Source: an optimization exercise on an open RTL-to-GDS flow (aim: small area, a short achievable clock period and few clock cycles per item). Production flows keep margins and buffers that such runs may drop. In this exercise RTL edits were held to simulation tests only and were not proved equivalent to the original.

==> flow/design.v (excerpt) <==
module ex_stage_mdu (
    input  logic        clock,
    input  logic        reset,
    input  logic        in_valid,
    output logic        in_ready,
    input  logic [4:0]  op,
    input  logic [31:0] operand_a,
    input  logic [31:0] operand_b,
    input  logic [1:0]  fwd_sel_a,
    input  logic [1:0]  fwd_sel_b,
    input  logic [31:0] wb_data,
    input  logic        is_jump,
    input  logic [31:0] pt_wdata_in,
    input  logic [4:0]  pt_rd_in,
    input  logic [31:0] pt_pc_in,
    input  logic        mem_stall,
    input  logic        flush,
    output logic        out_valid,
    output logic [31:0] res_out,
    output logic [31:0] pt_wdata_out,
    output logic [4:0]  pt_rd_out,
    output logic [31:0] pt_pc_out,
    output logic        redirect_valid,
    output logic [31:0] redirect_addr,
    output logic        busy
);
Size in the first run: about 8,100 cells after synthesis, about 320 I/O pins, roughly 58,000 sq um of cells after synthesis.
Settings: LEC_CHECK=0, ABC_AREA=1, CAP_MARGIN=20, CORE_MARGIN=2, CORE_UTILIZATION=30, PLACE_DENSITY=0.9, SETUP_SLACK_MARGIN=2.0, SLEW_MARGIN=40, SYNTH_HIERARCHICAL=1, SYNTH_MINIMUM_KEEP_SIZE=0; clock period 16.0 ns.
standard.sh (not shown) runs the stock make flow with config.mk's settings and CLKGATE_MAP_FILE= SYNTH_SCRIPT=/design/flow/synth_recipe.tcl, a recipe that flattens the netlist after the stock synthesis.
==> flow/flow/run.sh <==
#!/bin/bash
# Standard ORFS layout; ports are buffered with a regular buffer instead of
# the delay cell buffer_ports picks by default.
set -euo pipefail
bash standard.sh "BUFFER_PORTS_ARGS=-buffer_cell sky130_fd_sc_hd__buf_2" finish > orfs_make.log 2>&1
The first run finished clean.
Testbench counts at the start, summed over its fixed seeds: cycles 171,619, instrs 160,000.
Rerun with:
- PLACE_DENSITY: 0.9 -> 0.8
- SETUP_SLACK_MARGIN: 2.0 -> 2.5
The changed run completed with no timing, DRC or antenna violations; global-route usage drops by 1.4 points; register-to-register slack gains 450 ps; core utilization climbs by 1.1 points; clock skew is about the same; setup slack improves by 310 ps; via count climbs by about 0.8%; die area does not change; non-clock buffer count fell by 28.
Rerun with:
- CAP_MARGIN: 20 -> 10
- SETUP_SLACK_MARGIN: 2.5 -> 2.0
- SLEW_MARGIN: 40 -> 20
Outcome: Critical path depth does not change. Synthesized area stays the same. Utilization shrinks by 2.0 points. Sequential share of layout area rose by 0.64 points. Die area does not change. Global-route usage decreases by 0.83 points. Cell count came out lower by 0.86%.

---

ex_stage_mdu, a different RTL version from the one above (not shown whole).
For scale: roughly 8800 cells after synthesis, about 280 flip-flops, ~320 I/O pins, roughly 0.060 mm2 of cells after synthesis.
clock: 16.0 ns
lec_check: 0
abc_area: 1
cap_margin: 20
core_margin: 2
core_utilization: 30
setup_slack_margin: 3.0
slew_margin: 40
synth_hierarchical: 1
synth_minimum_keep_size: 0
==> flow/flow/run.sh <==
#!/bin/bash
# Standard ORFS layout; ports are buffered with a regular buffer instead of
# the delay cell buffer_ports picks by default.
set -euo pipefail
bash standard.sh "BUFFER_PORTS_ARGS=-buffer_cell sky130_fd_sc_hd__buf_4" finish > orfs_make.log 2>&1
The first run produced a clean layout.
Testbench counts at the start, summed over its fixed seeds: cycles 174,192, instrs 160,000.
==> next run, changes <==
ABC_AREA = default   (was 1)
SETUP_SLACK_MARGIN = 1.0   (was 3.0)
Result: The new run finished clean. Critical path depth does not change. Synthesized cell count fell by about 20%. Sequential share of layout area rose by 1.2 points.
==> next run, changes <==
ABC_AREA = 1   (was default)
SETUP_SLACK_MARGIN = 2.0   (was 1.0)
=>
- routed wire length grows by a little under a tenth
- count of clock-buffer cells in the layout grows by 6
- cell count grows by about a fifth
- global-route usage grows by 2.3 points
- via count grows by roughly a tenth
- core utilization grows by 1.1 points
- first-iteration DRC count grows by a little under a tenth
- critical path depth shrinks by 1

---

Setup of build 44:
ex_stage_mdu with an RTL version that a note above also has.
For scale: roughly 8100 cells after synthesis, ~320 I/O pins.
Settings: LEC_CHECK=0, ABC_AREA=1, CAP_MARGIN=20, CORE_MARGIN=2, CORE_UTILIZATION=30, PLACE_DENSITY=0.8, SETUP_SLACK_MARGIN=2.0, SLEW_MARGIN=40, SYNTH_HIERARCHICAL=1, SYNTH_MINIMUM_KEEP_SIZE=0; clock period 16.0 ns.
==> flow/flow/run.sh <==
#!/bin/bash
# Standard ORFS layout; ports are buffered with a regular buffer instead of
# the delay cell buffer_ports picks by default.
set -euo pipefail
bash standard.sh "BUFFER_PORTS_ARGS=-buffer_cell sky130_fd_sc_hd__buf_2" finish > orfs_make.log 2>&1
Testbench counts of build 44, summed over its fixed seeds: cycles 171,619, instrs 160,000.
Modified inputs, build 86 compared to build 44
- changing SETUP_SLACK_MARGIN from 2.0 to 1.5
### Flow results
Diff build 86..build 44 | synthesized cell count | unchanged. Number of buffers added by the clock tree synthesis step (higher): build 86. Lower routed wire length goes to build 86 over build 44. Build 86 vs build 44 on fraction of area in multi-input gates: build 86 is the higher one. Build 86 vs build 44 — achievable frequency dropped by a few percent. Comparing build 86 and build 44, period utilization is higher on build 86. There was hardly any difference in average wire per cell in the routed design between build 44 and build 86. Status: number of global-route vias before repair parity (build 86, build 44). Delta (build 86 minus build 44): number of buffers outside the clock class in the layout has decreased; XOR/XNOR share of the synthesized area has remained practically unchanged. Relative to build 44, clock-buffer cell count has gone up in build 86.
#### Input delta (build 82 over build 86)
- swapping 1.5 for 2.0 in SETUP_SLACK_MARGIN
- clearing PLACE_DENSITY, which used to be 0.8
- Diff build 86 -> build 82: number of endpoints failing setup at the final stage roughly the same; number of buffers and inverters on the critical path higher.
- Of build 82 and build 86, the higher path depth of the worst reg2reg path belongs to build 82.
- Build 82 has more setup slack than build 86.
- On cell area: between build 82 and build 86, it ends up higher for build 82.
Edits applied to the flow inputs when going from build 82 to build 22:
- PLACE_DENSITY newly set to 0.7
[summary]
Build 82 -> build 22: combined flip-flop and latch cell area flat
Against build 82, the final cell area of build 22 is lower.
| area added between synthesis and finish | higher: build 82 |
Taking build 82 as the reference, in build 22 portion of the layout cell area used by clock cells rose by 0.49 points, global routing usage on met3 rose by 3.0 points, count of buffers added by post-CTS timing repair for setup rose by 10.
Final period utilization ends up lower on build 82.

-- static timing again, ports no longer ideal --
Ports are ideal in the flow. The routed layouts listed here were re-timed in OpenROAD.
Step 1 sets driving cells, clkbuf_16 on the clock port and buf_2 on the other inputs (assumed; they add their load-dependent delay and slew).
Step 2 times the ports against the registers' clock, not the clock port: input delays grow and output delays shrink by t, the midpoint of the rising clock arrivals with the driver on.
Slacks: ideal / step 1 / step 2; pairs: ideal / step 1.
run | t (ns) | slack for setup (ns) | worst setup path at the end
the first run of note 1 | 0.639 | 1.997 / 1.975 / 1.975 | input to output
the second run of note 1 | 0.601 | 2.311 / 2.283 / 2.283 | input to output
the third run of note 1 | 0.639 | 1.918 / 1.896 / 1.896 | input to output
the first run of note 2 | 0.628 | 2.474 / 2.369 / 2.068 | input to register
the second run of note 2 | 0.627 | 1.218 / 1.183 / 1.025 | input to register
the third run of note 2 | 0.607 | 2.054 / 1.981 / 1.981 | input to output
build 44 | 0.639 | 2.013 / 1.959 / 1.959 | input to output
build 86 | 0.608 | 1.590 / 1.569 / 1.569 | input to output
build 82 | 0.665 | 2.117 / 2.096 / 2.096 | input to output
build 22 | 0.635 | 2.072 / 2.048 / 2.048 | input to output
After both steps every run listed still meets setup and hold. The setup slack of the first run of note 2, which loses most, moves by -0.105 ns with the drivers and by -0.406 ns with both steps.
